From an optimization exercise on the open Yosys and OpenROAD flow, aimed at small area and a short achievable clock period; shortcuts taken in it are not production practice.
RTL that was checked went through simulation tests only; none was proved equivalent to the original.

==> inputs of run F <==
==> flow/design.v <==
module branch_predictor #(
    parameter int ENTRIES = 16,
    parameter int TAG_W   = 10
) (
    input  logic        clk,
    input  logic        rst_n,
    input  logic        f_valid,
    input  logic [63:0] f_pc,
    output logic        pred_taken,
    output logic [63:0] pred_target,
    input  logic        u_valid,
    input  logic        u_is_branch,
    input  logic [63:0] u_pc,
    input  logic        u_taken,
    input  logic [63:0] u_target,
    input  logic        u_pred_taken,
    input  logic [63:0] u_pred_target,
    output logic        mispredict,
    output logic [63:0] redirect_pc,
    output logic [31:0] branch_count,
    output logic [31:0] mispredict_count
);
    localparam int IDX_W = $clog2(ENTRIES);
    logic             tbl_valid  [ENTRIES];
    logic [TAG_W-1:0] tbl_tag    [ENTRIES];
    logic [63:0]      tbl_target [ENTRIES];
    logic [1:0]       tbl_ctr    [ENTRIES];
    logic [IDX_W-1:0] f_idx;
    logic [TAG_W-1:0] f_tag;
    logic [IDX_W-1:0] u_idx;
    logic [TAG_W-1:0] u_tag;
    logic             u_hit;
    logic             upd_en;
    logic             mis_cond;
    assign f_idx = f_pc[IDX_W+1:2];
    assign f_tag = f_pc[IDX_W+2 +: TAG_W];
    assign u_idx = u_pc[IDX_W+1:2];
    assign u_tag = u_pc[IDX_W+2 +: TAG_W];
    logic [ENTRIES*TAG_W-1:0] tag_flat;
    logic [ENTRIES*64-1:0]    tgt_flat;
    logic [ENTRIES-1:0]       taken_bit;
    for (genvar g = 0; g < ENTRIES; g++) begin : g_flat
        assign tag_flat[g*TAG_W +: TAG_W] = tbl_tag[g];
        assign tgt_flat[g*64 +: 64]       = tbl_target[g];
        assign taken_bit[g]               = tbl_valid[g] && tbl_ctr[g][1];
    end
    branch_predictor_lookup #(.ENTRIES(ENTRIES), .TAG_W(TAG_W)) u_lookup (
        .f_valid    (f_valid),
        .f_pc       (f_pc),
        .tag_flat   (tag_flat),
        .tgt_flat   (tgt_flat),
        .taken_bit  (taken_bit),
        .pred_taken (pred_taken),
        .pred_target(pred_target)
    );
    always_comb begin
        upd_en   = u_valid && u_is_branch;
        u_hit    = tbl_valid[u_idx] && (tbl_tag[u_idx] == u_tag);
        mis_cond = upd_en && ((u_taken != u_pred_taken) ||
                              (u_taken && (u_target != u_pred_target)));
    end
    always_ff @(posedge clk or negedge rst_n) begin
        if (!rst_n) begin
            for (int i = 0; i < ENTRIES; i++) begin
                tbl_valid[i] <= 1'b0;
                tbl_ctr[i]   <= 2'b01;
            end
        end else if (upd_en) begin
            if (u_hit) begin
                if (u_taken && tbl_ctr[u_idx] != 2'b11)
                    tbl_ctr[u_idx] <= tbl_ctr[u_idx] + 2'd1;
                else if (!u_taken && tbl_ctr[u_idx] != 2'b00)
                    tbl_ctr[u_idx] <= tbl_ctr[u_idx] - 2'd1;
            end else if (u_taken) begin
                tbl_valid[u_idx] <= 1'b1;
                tbl_ctr[u_idx]   <= 2'b10;
            end
        end
    end
    always_ff @(posedge clk) begin
        if (upd_en && u_taken) begin
            tbl_tag[u_idx]    <= u_tag;
            tbl_target[u_idx] <= u_target;
        end
    end
    logic [32:0] bc_inc, mc_inc;
    assign bc_inc = {1'b0, branch_count} + 33'd1;
    assign mc_inc = {1'b0, mispredict_count} + 33'd1;
    always_ff @(posedge clk or negedge rst_n) begin
        if (!rst_n) begin
            mispredict       <= 1'b0;
            redirect_pc      <= 64'd0;
            branch_count     <= 32'd0;
            mispredict_count <= 32'd0;
        end else begin
            mispredict <= mis_cond;
            if (upd_en) begin
                redirect_pc <= u_taken ? u_target : u_pc + 64'd4;
                if (!bc_inc[32])
                    branch_count <= bc_inc[31:0];
            end
            if (mis_cond && !mc_inc[32])
                mispredict_count <= mc_inc[31:0];
        end
    end
endmodule
module branch_predictor_lookup #(
    parameter int ENTRIES = 16,
    parameter int TAG_W   = 10
) (
    input  logic                     f_valid,
    input  logic [63:0]              f_pc,
    input  logic [ENTRIES*TAG_W-1:0] tag_flat,
    input  logic [ENTRIES*64-1:0]    tgt_flat,
    input  logic [ENTRIES-1:0]       taken_bit,
    output logic                     pred_taken,
    output logic [63:0]              pred_target
);
    localparam int IDX_W = $clog2(ENTRIES);
    logic [IDX_W-1:0]   f_idx;
    logic [TAG_W-1:0]   f_tag;
    logic [ENTRIES-1:0] f_dec;
    logic [ENTRIES-1:0] f_match;
    logic [63:0]        f_tgt;
    logic [63:0]        f_inc;
    assign f_idx = f_pc[IDX_W+1:2];
    assign f_tag = f_pc[IDX_W+2 +: TAG_W];
    for (genvar g = 0; g < ENTRIES; g++) begin : g_fsel
        assign f_dec[g]   = (f_idx == g);
        assign f_match[g] = taken_bit[g] && (tag_flat[g*TAG_W +: TAG_W] == f_tag);
    end
    always_comb begin
        f_tgt = '0;
        for (int i = 0; i < ENTRIES; i++)
            f_tgt = f_tgt | ({64{f_dec[i]}} & tgt_flat[i*64 +: 64]);
        f_inc       = {f_pc[63:2] + 62'd1, f_pc[1:0]};
        pred_taken  = f_valid && |(f_dec & f_match);
        pred_target = pred_taken ? f_tgt : f_inc;
    end
endmodule
==> flow/flow/run.sh <==
#!/bin/bash
# Standard ORFS layout with smaller port buffers (buf_1) and a clock tree without dummy loads.
export BUFFER_PORTS_ARGS="-buffer_cell sky130_fd_sc_hd__buf_1"
export CTS_ARGS="-sink_clustering_enable -repair_clock_nets -dont_use_dummy_load -sink_clustering_size 30 -sink_clustering_max_diameter 60 -buf_list {sky130_fd_sc_hd__clkbuf_8 sky130_fd_sc_hd__clkbuf_16}"
bash standard.sh > standard.log 2>&1
==> flow/standard.sh <==
#!/bin/bash
# synth_recipe.tcl (not shown) runs the flow's synth.tcl, then flattens the netlist and writes it again
# the make line also repeats each setting of config.mk as NAME=value (left out here)
make -C /OpenROAD-flow-scripts/flow DESIGN_CONFIG=/design/flow/config.mk WORK_HOME=/design/flow/orfs CLKGATE_MAP_FILE= SYNTH_SCRIPT=/design/flow/synth_recipe.tcl "${@:-finish}"
==> flow/config.mk <==
export PLATFORM = sky130hd
export DESIGN_NAME = branch_predictor
export DESIGN_NICKNAME = branch_predictor
export VERILOG_FILES = /design/flow/design.v
export SDC_FILE = /design/flow/constraint.sdc
export NUM_CORES = 4
export LEC_CHECK = 0
export CAP_MARGIN = 20
export CORE_MARGIN = 2
export CORE_UTILIZATION = 60
export CTS_BUF_LIST = sky130_fd_sc_hd__clkbuf_8 sky130_fd_sc_hd__clkbuf_16
export CTS_CLUSTER_DIAMETER = 60
export CTS_CLUSTER_SIZE = 30
export SETUP_SLACK_MARGIN = 1.7
export SLEW_MARGIN = 20
export SYNTH_HIERARCHICAL = 1
==> flow/constraint.sdc <==
create_clock -name core_clock -period 6.5 [get_ports {clk}]
set_input_delay 1.3000 -clock core_clock [delete_from_list [all_inputs] [get_ports {clk}]]
set_output_delay 1.3000 -clock core_clock [all_outputs]
set_load 0.01 [all_outputs]
==> run A: changes against run F <==
==> flow/flow/run.sh (replaced) <==
#!/bin/bash
# Standard ORFS layout; port buffers use buf_2 instead of the default delay-cell buffer.
export BUFFER_PORTS_ARGS="-buffer_cell sky130_fd_sc_hd__buf_2"
bash standard.sh > standard.log 2>&1
CORE_UTILIZATION = 40   (was 60)
CTS_BUF_LIST = default   (was sky130_fd_sc_hd__clkbuf_8 sky130_fd_sc_hd__clkbuf_16)
CTS_CLUSTER_DIAMETER = default   (was 60)
CTS_CLUSTER_SIZE = default   (was 30)
SETUP_SLACK_MARGIN = 2.5   (was 1.7)
==> run C: changes against run F <==
==> flow/design.v, changed modules only <==
module branch_predictor #(
    parameter int ENTRIES = 16,
    parameter int TAG_W   = 10
) (
    input  logic        clk,
    input  logic        rst_n,
    input  logic        f_valid,
    input  logic [63:0] f_pc,
    output logic        pred_taken,
    output logic [63:0] pred_target,
    input  logic        u_valid,
    input  logic        u_is_branch,
    input  logic [63:0] u_pc,
    input  logic        u_taken,
    input  logic [63:0] u_target,
    input  logic        u_pred_taken,
    input  logic [63:0] u_pred_target,
    output logic        mispredict,
    output logic [63:0] redirect_pc,
    output logic [31:0] branch_count,
    output logic [31:0] mispredict_count
);
    localparam int IDX_W = $clog2(ENTRIES);
    logic             tbl_valid  [ENTRIES];
    logic [TAG_W-1:0] tbl_tag    [ENTRIES];
    logic [63:0]      tbl_target [ENTRIES];
    logic [1:0]       tbl_ctr    [ENTRIES];
    logic [IDX_W-1:0] f_idx;
    logic [TAG_W-1:0] f_tag;
    logic [IDX_W-1:0] u_idx;
    logic [TAG_W-1:0] u_tag;
    logic             u_hit;
    logic             upd_en;
    logic             mis_cond;
    assign f_idx = f_pc[IDX_W+1:2];
    assign f_tag = f_pc[IDX_W+2 +: TAG_W];
    assign u_idx = u_pc[IDX_W+1:2];
    assign u_tag = u_pc[IDX_W+2 +: TAG_W];
    logic [ENTRIES-1:0] f_dec;
    logic [ENTRIES-1:0] f_match;
    logic [63:0]        f_tgt;
    logic [63:0]        f_inc;
    for (genvar g = 0; g < ENTRIES; g++) begin : g_fsel
        assign f_dec[g]   = (f_idx == g);
        assign f_match[g] = tbl_valid[g] && tbl_ctr[g][1] && (tbl_tag[g] == f_tag);
    end
    always_comb begin
        f_tgt = '0;
        for (int i = 0; i < ENTRIES; i++)
            f_tgt = f_tgt | ({64{f_dec[i]}} & tbl_target[i]);
        f_inc       = {f_pc[63:2] + 62'd1, f_pc[1:0]};
        pred_taken  = f_valid && |(f_dec & f_match);
        pred_target = pred_taken ? f_tgt : f_inc;
    end
    always_comb begin
        upd_en   = u_valid && u_is_branch;
        u_hit    = tbl_valid[u_idx] && (tbl_tag[u_idx] == u_tag);
        mis_cond = upd_en && ((u_taken != u_pred_taken) ||
                              (u_taken && (u_target != u_pred_target)));
    end
    always_ff @(posedge clk or negedge rst_n) begin
        if (!rst_n) begin
            for (int i = 0; i < ENTRIES; i++) begin
                tbl_valid[i] <= 1'b0;
                tbl_ctr[i]   <= 2'b01;
            end
        end else if (upd_en) begin
            if (u_hit) begin
                if (u_taken && tbl_ctr[u_idx] != 2'b11)
                    tbl_ctr[u_idx] <= tbl_ctr[u_idx] + 2'd1;
                else if (!u_taken && tbl_ctr[u_idx] != 2'b00)
                    tbl_ctr[u_idx] <= tbl_ctr[u_idx] - 2'd1;
            end else if (u_taken) begin
                tbl_valid[u_idx] <= 1'b1;
                tbl_ctr[u_idx]   <= 2'b10;
            end
        end
    end
    always_ff @(posedge clk) begin
        if (upd_en && u_taken) begin
            tbl_tag[u_idx]    <= u_tag;
            tbl_target[u_idx] <= u_target;
        end
    end
    always_ff @(posedge clk or negedge rst_n) begin
        if (!rst_n) begin
            mispredict       <= 1'b0;
            redirect_pc      <= 64'd0;
            branch_count     <= 32'd0;
            mispredict_count <= 32'd0;
        end else begin
            mispredict <= mis_cond;
            if (upd_en) begin
                redirect_pc <= u_taken ? u_target : u_pc + 64'd4;
                if (branch_count != 32'hFFFF_FFFF)
                    branch_count <= branch_count + 32'd1;
            end
            if (mis_cond && mispredict_count != 32'hFFFF_FFFF)
                mispredict_count <= mispredict_count + 32'd1;
        end
    end
endmodule
// module branch_predictor_lookup removed
==> flow/flow/run.sh (replaced) <==
#!/bin/bash
export BUFFER_PORTS_ARGS="-buffer_cell sky130_fd_sc_hd__buf_2"
export IO_CONSTRAINTS="$PWD/flow/io.tcl"
bash standard.sh > standard.log 2>&1
==> flow/flow/io.tcl (new file) <==
set_io_pin_constraint -pin_names {f_valid f_pc[*] pred_taken pred_target[*]} -region top:*
CTS_BUF_LIST = default   (was sky130_fd_sc_hd__clkbuf_8 sky130_fd_sc_hd__clkbuf_16)
CTS_CLUSTER_DIAMETER = default   (was 60)
CTS_CLUSTER_SIZE = default   (was 30)
SETUP_SLACK_MARGIN = 2.5   (was 1.7)
SYNTH_HIERARCHICAL = default   (was 1)
==> run H: changes against run F <==
CORE_UTILIZATION = 57   (was 60)
TNS_END_PERCENT = 35   (was default)
==> run notes <==
# TYPE chip_impl_metric gauge
chip_impl_metric{name="layout.non_clock_buffers",unit=""} 693
chip_impl_metric{name="power_combinational",unit="mW"} 1.60
chip_impl_metric{name="final-nonclk-buf-share",unit=""} 0.0728
chip_impl_metric{name="design_power_total",unit="mW"} 16.6
chip_impl_metric{name="yosys-mux-area-fraction",unit=""} 0.0410
chip_impl_info{name="run_status",value="timing/DRC/antenna clean"} 1
chip_impl_info{name="hold_crit_endpoint",value="redirect_pc[61]"} 1
chip_impl_metric{name="worst_setup_hold_path_clk_slew",unit="ns"} 0.06
chip_impl_metric{name="synth_cells",unit=""} 3726
chip_impl_metric{name="design.die.area",unit="µm²"} 103000
chip_impl_metric{name="finish.net_count",unit=""} 4565
chip_impl_metric{name="pin_count_of_the_biggest_net_entering_global_routing",unit=""} 178
# the run above: run H

==> run notes <==
# TYPE chip_impl_metric gauge
chip_impl_metric{name="design_power_total",unit="mW"} 16.7
chip_impl_info{name="run_status",value="timing/DRC/antenna clean"} 1
chip_impl_metric{name="pin_count_of_the_biggest_net_entering_global_routing",unit=""} 178
chip_impl_metric{name="synth_cells",unit=""} 3726
chip_impl_metric{name="worst_setup_hold_path_clk_slew",unit="ns"} 0.07
chip_impl_metric{name="layout.non_clock_buffers",unit=""} 683
chip_impl_metric{name="power_combinational",unit="mW"} 1.62
chip_impl_metric{name="design.die.area",unit="µm²"} 98100
# the run above: run F

==> run notes <==
# TYPE chip_impl_metric gauge
chip_impl_metric{name="final-nonclk-buf-share",unit=""} 0.0769
chip_impl_metric{name="power_combinational",unit="mW"} 1.80
chip_impl_info{name="hold_crit_endpoint",value="redirect_pc[63]"} 1
chip_impl_metric{name="pin_count_of_the_biggest_net_entering_global_routing",unit=""} 103
chip_impl_metric{name="worst_setup_hold_path_clk_slew",unit="ns"} 0.06
chip_impl_info{name="run_status",value="timing/DRC/antenna clean"} 1
chip_impl_metric{name="yosys-mux-area-fraction",unit=""} 0.0306
chip_impl_metric{name="design_power_total",unit="mW"} 19.3
# the run above: run C

==> run notes <==
# TYPE chip_impl_metric gauge
chip_impl_metric{name="synth_async_sr_flop_share",unit=""} 0.130
chip_impl_info{name="run_status",value="timing/DRC/antenna clean"} 1
chip_impl_metric{name="final.hold.worst_slack",unit="ns"} 0.478
chip_impl_metric{name="design.die.area",unit="µm²"} 146000
chip_impl_info{name="biggestRegsByFlops",value="tbl_target: 1024 flops, tbl_tag: 160 flops, redirect_pc: 64 flops"} 1
chip_impl_metric{name="final-nonclk-buf-share",unit=""} 0.0763
chip_impl_metric{name="worst_setup_hold_path_clk_slew",unit="ns"} 0.06
chip_impl_metric{name="share_of_the_final_layout_cell_area_in_multi_input_gates",unit=""} 0.245
chip_impl_metric{name="finish.net_count",unit=""} 4596
chip_impl_metric{name="pin_count_of_the_biggest_net_entering_global_routing",unit=""} 86
chip_impl_info{name="hold_crit_endpoint",value="redirect_pc[43]"} 1
chip_impl_metric{name="design_power_total",unit="mW"} 19.6
chip_impl_metric{name="layout.non_clock_buffers",unit=""} 667
chip_impl_metric{name="p_sw_frac",unit=""} 0.244
chip_impl_metric{name="yosys-mux-area-fraction",unit=""} 0.0410
# the run above: run A

Function not checked in run C: the RTL went through the layout flow alone.

-- port drivers added, routing unchanged --
No port has a modelled driver above. Below, the same layouts with a new extraction and two added sets of constraints.
Step 1 (the two cells are an assumption about what drives the block):
set clk [get_ports {clk}]
set_driving_cell -lib_cell sky130_fd_sc_hd__clkbuf_16 $clk
set_driving_cell -lib_cell sky130_fd_sc_hd__buf_2 [delete_from_list [all_inputs] $clk]
Step 2, shift: input delay + t, output delay - t, t = (earliest + latest rising clock arrival at the registers) / 2. This alone moves slack from input paths to output paths.
Slacks: no drivers / after step 1 / after step 2; pairs: no drivers / after step 1.
run	t (ns)	setup slack, ns	worst setup path after step 2	clock arrival spread, ns
run F	0.736	1.543 / 1.498 / 1.066	input to register	0.108 / 0.108
run A	0.840	1.467 / 1.365 / 1.365	input to output	0.037 / 0.038
run C	0.833	1.431 / 1.366 / 1.366	input to output	0.031 / 0.031
run H	0.734	1.471 / 1.429 / 1.051	input to register	0.097 / 0.097
After both steps setup and hold are still met in every run listed. For run F, which loses most, drivers alone change the setup slack by -0.045 ns; drivers and shift together by -0.477 ns.
